From an optimization exercise on the open Yosys and OpenROAD flow, aimed at small area; shortcuts taken in it are not production practice.
Where RTL was checked, it was by simulation tests only, not by an equivalence proof against the original.
Power is estimated from default activity; no workload was simulated.

==> ember <==
==> flow/design.v <==
package aes_core_stream_bridge_pkg;
  localparam int NSHARES = 2;
  localparam int WORD_W  = 32;
  function automatic int calc_nw_in(input int d, input int w);
    calc_nw_in = 256 * d / w;
  endfunction
  function automatic int calc_nw_out(input int d, input int w);
    calc_nw_out = 128 * d / w;
  endfunction
  function automatic int calc_in_cnt_w(input int d, input int w);
    calc_in_cnt_w = $clog2(calc_nw_in(d, w));
  endfunction
  function automatic int calc_out_cnt_w(input int d, input int w);
    calc_out_cnt_w = $clog2(calc_nw_out(d, w));
  endfunction
  typedef enum logic [1:0] {
    I_RST  = 2'd0,
    I_LOAD = 2'd1,
    I_FULL = 2'd2
  } in_state_t;
  typedef enum logic {
    O_EMPTY = 1'b0,
    O_DRAIN = 1'b1
  } out_state_t;
endpackage
module aes_core_stream_bridge_out_serializer
#(
  parameter int d = aes_core_stream_bridge_pkg::NSHARES,
  parameter int W = aes_core_stream_bridge_pkg::WORD_W
) (
  input  logic             clk,
  input  logic             rst,
  input  logic             core_cipher_valid,
  output logic             core_out_ready,
  input  logic [128*d-1:0] core_sh_ciphertext,
  output logic [W-1:0]     out_data,
  output logic             out_valid,
  output logic             out_last,
  input  logic             out_ready,
  output logic             dbg_state
);
  localparam int NW_OUT = aes_core_stream_bridge_pkg::calc_nw_out(d, W);
  localparam int CW     = aes_core_stream_bridge_pkg::calc_out_cnt_w(d, W);
  localparam logic [CW-1:0] CNT_LAST = CW'(NW_OUT - 1);
  aes_core_stream_bridge_pkg::out_state_t       state;
  logic [128*d-1:0] buf_q;
  logic [CW-1:0]    out_cnt;
  always_ff @(posedge clk or negedge rst) begin
    if (!rst) begin
      state          <= aes_core_stream_bridge_pkg::O_EMPTY;
      buf_q          <= '0;
      out_cnt        <= '0;
      out_valid      <= 1'b0;
      core_out_ready <= 1'b0;
    end else begin
      case (state)
        aes_core_stream_bridge_pkg::O_EMPTY: begin
          if (core_cipher_valid && core_out_ready) begin
            buf_q          <= core_sh_ciphertext;
            out_cnt        <= '0;
            out_valid      <= 1'b1;
            core_out_ready <= 1'b0;
            state          <= aes_core_stream_bridge_pkg::O_DRAIN;
          end else begin
            core_out_ready <= 1'b1;
          end
        end
        aes_core_stream_bridge_pkg::O_DRAIN: begin
          if (out_ready) begin
            if (out_cnt == CNT_LAST) begin
              buf_q          <= '0;
              out_cnt        <= '0;
              out_valid      <= 1'b0;
              core_out_ready <= 1'b1;
              state          <= aes_core_stream_bridge_pkg::O_EMPTY;
            end else begin
              out_cnt <= out_cnt + CW'(1);
            end
          end
        end
        default: state <= aes_core_stream_bridge_pkg::O_EMPTY;
      endcase
    end
  end
  assign out_data  = out_valid ? buf_q[W*int'(out_cnt) +: W] : '0;
  assign out_last  = out_valid & (out_cnt == CNT_LAST);
  assign dbg_state = state;
endmodule
module aes_core_stream_bridge
#(
  parameter int d = aes_core_stream_bridge_pkg::NSHARES,
  parameter int W = aes_core_stream_bridge_pkg::WORD_W
) (
  input  logic             clk,
  input  logic             rst,
  input  logic [W-1:0]     in_data,
  input  logic             in_valid,
  input  logic             in_last,
  output logic             in_ready,
  output logic [W-1:0]     out_data,
  output logic             out_valid,
  output logic             out_last,
  input  logic             out_ready,
  output logic             err_framing,
  output logic             core_valid_in,
  input  logic             core_in_ready,
  output logic [128*d-1:0] core_sh_key,
  output logic [128*d-1:0] core_sh_plaintext,
  input  logic             core_cipher_valid,
  output logic             core_out_ready,
  input  logic [128*d-1:0] core_sh_ciphertext,
  output logic [1:0]       dbg_in_state,
  output logic             dbg_out_state
);
  localparam int NW_IN = aes_core_stream_bridge_pkg::calc_nw_in(d, W);
  localparam int CW    = aes_core_stream_bridge_pkg::calc_in_cnt_w(d, W);
  localparam int SH_W  = 128 * d;
  localparam logic [CW-1:0] CNT_LAST = CW'(NW_IN - 1);
  aes_core_stream_bridge_pkg::in_state_t        state;
  logic [2*SH_W-1:0] in_buf;
  logic [CW-1:0]     in_cnt;
  always_ff @(posedge clk or negedge rst) begin
    if (!rst) begin
      state         <= aes_core_stream_bridge_pkg::I_RST;
      in_buf        <= '0;
      in_cnt        <= '0;
      in_ready      <= 1'b0;
      core_valid_in <= 1'b0;
      err_framing   <= 1'b0;
    end else begin
      case (state)
        aes_core_stream_bridge_pkg::I_RST: begin
          in_ready <= 1'b1;
          state    <= aes_core_stream_bridge_pkg::I_LOAD;
        end
        aes_core_stream_bridge_pkg::I_LOAD: begin
          if (in_valid && in_ready) begin
            if (in_last != (in_cnt == CNT_LAST)) begin
              err_framing <= 1'b1;
              in_buf      <= '0;
              in_cnt      <= '0;
            end else if (in_last) begin
              in_buf[W*int'(in_cnt) +: W] <= in_data;
              in_ready      <= 1'b0;
              core_valid_in <= 1'b1;
              state         <= aes_core_stream_bridge_pkg::I_FULL;
            end else begin
              in_buf[W*int'(in_cnt) +: W] <= in_data;
              in_cnt <= in_cnt + CW'(1);
            end
          end
        end
        aes_core_stream_bridge_pkg::I_FULL: begin
          if (core_in_ready) begin
            in_buf        <= '0;
            in_cnt        <= '0;
            in_ready      <= 1'b1;
            core_valid_in <= 1'b0;
            state         <= aes_core_stream_bridge_pkg::I_LOAD;
          end
        end
        default: state <= aes_core_stream_bridge_pkg::I_RST;
      endcase
    end
  end
  assign core_sh_key       = (state == aes_core_stream_bridge_pkg::I_FULL) ? in_buf[SH_W-1:0]      : '0;
  assign core_sh_plaintext = (state == aes_core_stream_bridge_pkg::I_FULL) ? in_buf[2*SH_W-1:SH_W] : '0;
  assign dbg_in_state      = state;
  aes_core_stream_bridge_out_serializer #(
    .d(d),
    .W(W)
  ) u_ser (
    .clk                (clk),
    .rst                (rst),
    .core_cipher_valid  (core_cipher_valid),
    .core_out_ready     (core_out_ready),
    .core_sh_ciphertext (core_sh_ciphertext),
    .out_data           (out_data),
    .out_valid          (out_valid),
    .out_last           (out_last),
    .out_ready          (out_ready),
    .dbg_state          (dbg_out_state)
  );
endmodule
==> flow/run.sh <==
#!/bin/bash
# synth_recipe.tcl (not shown) runs the flow's synth.tcl, then flattens the netlist and writes it again
# the make line also repeats each setting of config.mk as NAME=value (left out here)
make -C /OpenROAD-flow-scripts/flow DESIGN_CONFIG=/design/flow/config.mk WORK_HOME=/design/flow/orfs CLKGATE_MAP_FILE= SYNTH_SCRIPT=/design/flow/synth_recipe.tcl finish
==> flow/config.mk <==
export PLATFORM = sky130hd
export DESIGN_NAME = aes_core_stream_bridge
export DESIGN_NICKNAME = aes_core_stream_bridge
export VERILOG_FILES = /design/flow/design.v
export SDC_FILE = /design/flow/constraint.sdc
export NUM_CORES = 4
export LEC_CHECK = 0
export CAP_MARGIN = 20
export CORE_MARGIN = 2
export CORE_UTILIZATION = 40
export SLEW_MARGIN = 20
==> flow/constraint.sdc <==
create_clock -name core_clock -period 5.0 [get_ports {clk}]
set_input_delay 1.0000 -clock core_clock [delete_from_list [all_inputs] [get_ports {clk}]]
set_output_delay 1.0000 -clock core_clock [all_outputs]
set_load 0.01 [all_outputs]
==> raven: changes against ember <==
==> flow/design.v, changed modules only <==
module aes_core_stream_bridge_out_serializer
#(
  parameter int d = aes_core_stream_bridge_pkg::NSHARES,
  parameter int W = aes_core_stream_bridge_pkg::WORD_W
) (
  input  logic             clk,
  input  logic             rst,
  input  logic             started,
  input  logic             core_cipher_valid,
  output logic             core_out_ready,
  input  logic [128*d-1:0] core_sh_ciphertext,
  output logic [W-1:0]     out_data,
  output logic             out_valid,
  output logic             out_last,
  input  logic             out_ready,
  output logic             dbg_state
);
  localparam int NW_OUT = aes_core_stream_bridge_pkg::calc_nw_out(d, W);
  localparam int CW     = aes_core_stream_bridge_pkg::calc_out_cnt_w(d, W);
  localparam logic [CW-1:0] CNT_LAST = CW'(NW_OUT - 1);
  logic             state;     
  logic             empty;     
  logic [128*d-1:0] buf_q;
  logic [CW-1:0]    out_cnt;
  assign out_valid      = state;
  assign core_out_ready = empty & started;
  assign dbg_state      = state;
  always_ff @(posedge clk or negedge rst) begin
    if (!rst) begin
      state   <= aes_core_stream_bridge_pkg::O_EMPTY;
      empty   <= 1'b1;
      out_cnt <= '0;
    end else begin
      if (empty) begin
        if (core_cipher_valid && started) begin
          state <= aes_core_stream_bridge_pkg::O_DRAIN;
          empty <= 1'b0;
        end
      end else if (out_ready) begin
        out_cnt <= out_cnt + CW'(1);
        if (out_cnt == CNT_LAST) begin
          state <= aes_core_stream_bridge_pkg::O_EMPTY;
          empty <= 1'b1;
        end
      end
    end
  end
  always_ff @(posedge clk)
    buf_q <= ({128*d{empty}} & core_sh_ciphertext) | ({128*d{state}} & buf_q);
  logic [NW_OUT-1:0] sel;
  always_comb begin
    out_data = '0;
    for (int k = 0; k < NW_OUT; k++) begin
      sel[k]   = state & (out_cnt == CW'(k));
      out_data = out_data | ({W{sel[k]}} & buf_q[W*k +: W]);
    end
  end
  assign out_last = sel[NW_OUT-1];
endmodule
module aes_core_stream_bridge
#(
  parameter int d = aes_core_stream_bridge_pkg::NSHARES,
  parameter int W = aes_core_stream_bridge_pkg::WORD_W
) (
  input  logic             clk,
  input  logic             rst,
  input  logic [W-1:0]     in_data,
  input  logic             in_valid,
  input  logic             in_last,
  output logic             in_ready,
  output logic [W-1:0]     out_data,
  output logic             out_valid,
  output logic             out_last,
  input  logic             out_ready,
  output logic             err_framing,
  output logic             core_valid_in,
  input  logic             core_in_ready,
  output logic [128*d-1:0] core_sh_key,
  output logic [128*d-1:0] core_sh_plaintext,
  input  logic             core_cipher_valid,
  output logic             core_out_ready,
  input  logic [128*d-1:0] core_sh_ciphertext,
  output logic [1:0]       dbg_in_state,
  output logic             dbg_out_state
);
  localparam int NW_IN = aes_core_stream_bridge_pkg::calc_nw_in(d, W);
  localparam int CW    = aes_core_stream_bridge_pkg::calc_in_cnt_w(d, W);
  localparam int SH_W  = 128 * d;
  localparam logic [CW-1:0] CNT_LAST = CW'(NW_IN - 1);
  logic              ld;        
  logic              full_n;    
  logic [CW-1:0]     in_cnt;
  logic [CW-1:0]     in_cnt_n;  
  logic [2*SH_W-1:0] in_buf_n;
  logic              in_fire;
  logic              misframe;
  assign in_ready      = ld;
  assign core_valid_in = ~full_n;
  assign dbg_in_state  = {~full_n, ld};
  assign in_fire       = in_valid & ld;
  assign misframe      = in_last != (in_cnt == CNT_LAST);
  always_ff @(posedge clk or negedge rst) begin
    if (!rst) begin
      ld          <= 1'b0;
      full_n      <= 1'b1;
      in_cnt      <= '0;
      in_cnt_n    <= '1;
      err_framing <= 1'b0;
    end else begin
      if (!ld && full_n)
        ld <= 1'b1;                         
      if (in_fire) begin
        if (misframe) begin
          err_framing <= 1'b1;
          in_cnt      <= '0;
          in_cnt_n    <= '1;
        end else begin
          in_cnt   <= in_cnt + CW'(1);
          in_cnt_n <= in_cnt_n - CW'(1);
          if (in_last) begin
            ld     <= 1'b0;
            full_n <= 1'b0;                 
          end
        end
      end
      if (!full_n && core_in_ready) begin
        ld     <= 1'b1;
        full_n <= 1'b1;                     
      end
    end
  end
  logic [NW_IN-1:0]  we, keep;
  logic [2*SH_W-1:0] in_buf_d;
  always_comb begin
    for (int k = 0; k < NW_IN; k++) begin
      we[k]   = in_fire & (in_cnt == CW'(k));
      keep[k] = ~(in_fire & (in_cnt_n == CW'(NW_IN - 1 - k)));
      in_buf_d[W*k +: W] = ({W{we[k]}} & ~in_data) | ({W{keep[k]}} & in_buf_n[W*k +: W]);
    end
  end
  always_ff @(posedge clk) in_buf_n <= in_buf_d;
  assign core_sh_key       = ~(in_buf_n[SH_W-1:0]      | {SH_W{full_n}});
  assign core_sh_plaintext = ~(in_buf_n[2*SH_W-1:SH_W] | {SH_W{full_n}});
  aes_core_stream_bridge_out_serializer #(
    .d(d),
    .W(W)
  ) u_ser (
    .clk                (clk),
    .rst                (rst),
    .started            (ld | ~full_n),
    .core_cipher_valid  (core_cipher_valid),
    .core_out_ready     (core_out_ready),
    .core_sh_ciphertext (core_sh_ciphertext),
    .out_data           (out_data),
    .out_valid          (out_valid),
    .out_last           (out_last),
    .out_ready          (out_ready),
    .dbg_state          (dbg_out_state)
  );
endmodule
==> run summary <==
| metric | ember | raven |
|---|---|---|
| Wire length on met3 | 11400 µm | 10800 µm |
| Area added between synthesis and finish | 36.9% | 41.5% |
| Cell area after placement | 44300 µm² | 37100 µm² |
| Most frequently used cell type in the post-synthesis netlist | dfrtp_1 | dfxtp_1 |
| Initial core utilization | 40.2% | 40.3% |
| Share of total power in the clock network | 32.9% | 30.8% |
| Synthesized instance count | 2780 | 2714 |
| Max-slew headroom | 26.6% | 17.4% |
| Iter 0 DRT Violations | 2316 | 2781 |
| Syn avg cell area | 12.5 µm² | 10.4 µm² |
| Syn Nets | 3081 | 3024 |
| Worst-path fanout max | 146 | 37 |
| Post-route cell area | 47500 µm² | 39900 µm² |
| Xor and xnor fraction of the mapped netlist area | 0.0505% | 0.120% |
| Flop and latch count out of synthesis | 783 | 784 |
| Max frequency | 0.231 GHz | 0.210 GHz |
| Die height | 299 µm | 269 µm |
| Logic depth of the worst setup path including buffers | 5 | 7 |
| Simple-gate share of the synthesized area | 11.9% | 8.76% |
| Data arrival time at the worst-slack endpoint | 3.33 ns | 3.77 ns |
| Share of the clock period used by the worst path | 86.5% | 95.3% |
| Run status | no timing/DRC/antenna violations | no timing/DRC/antenna violations |
| Area of the placeable core | 86300 µm² | 69900 µm² |
| Die footprint | 89100 µm² | 72600 µm² |
| Synth Area in Compound Gates | 21.7% | 29.2% |
Only the layout flow was run in ember; the RTL was not checked for function there.

-- afterwards: timing with drivers on the ports --
Ports are ideal in the flow. The routed layouts listed here were re-timed in OpenROAD.
Step 1: set_driving_cell puts a clkbuf_16 on clk and a buf_2 on each other input, an assumption about the parent block.
Step 2 times the ports against the registers' clock, not the clock port: input delays grow and output delays shrink by t, the midpoint of the rising clock arrivals with the driver on.
a / b / c = ideal ports / drivers / drivers and shift; a / b = the first two.
run | shift t [ns] | setup slack, ns | hold slack, ns
ember | 0.707 | 0.674 / 0.606 / 0.836 | 0.367 / 0.359 / 0.481
raven | 0.690 | 0.233 / 0.163 / 0.853 | 0.462 / 0.462 / 0.462
After both steps setup and hold are still met in every run listed.
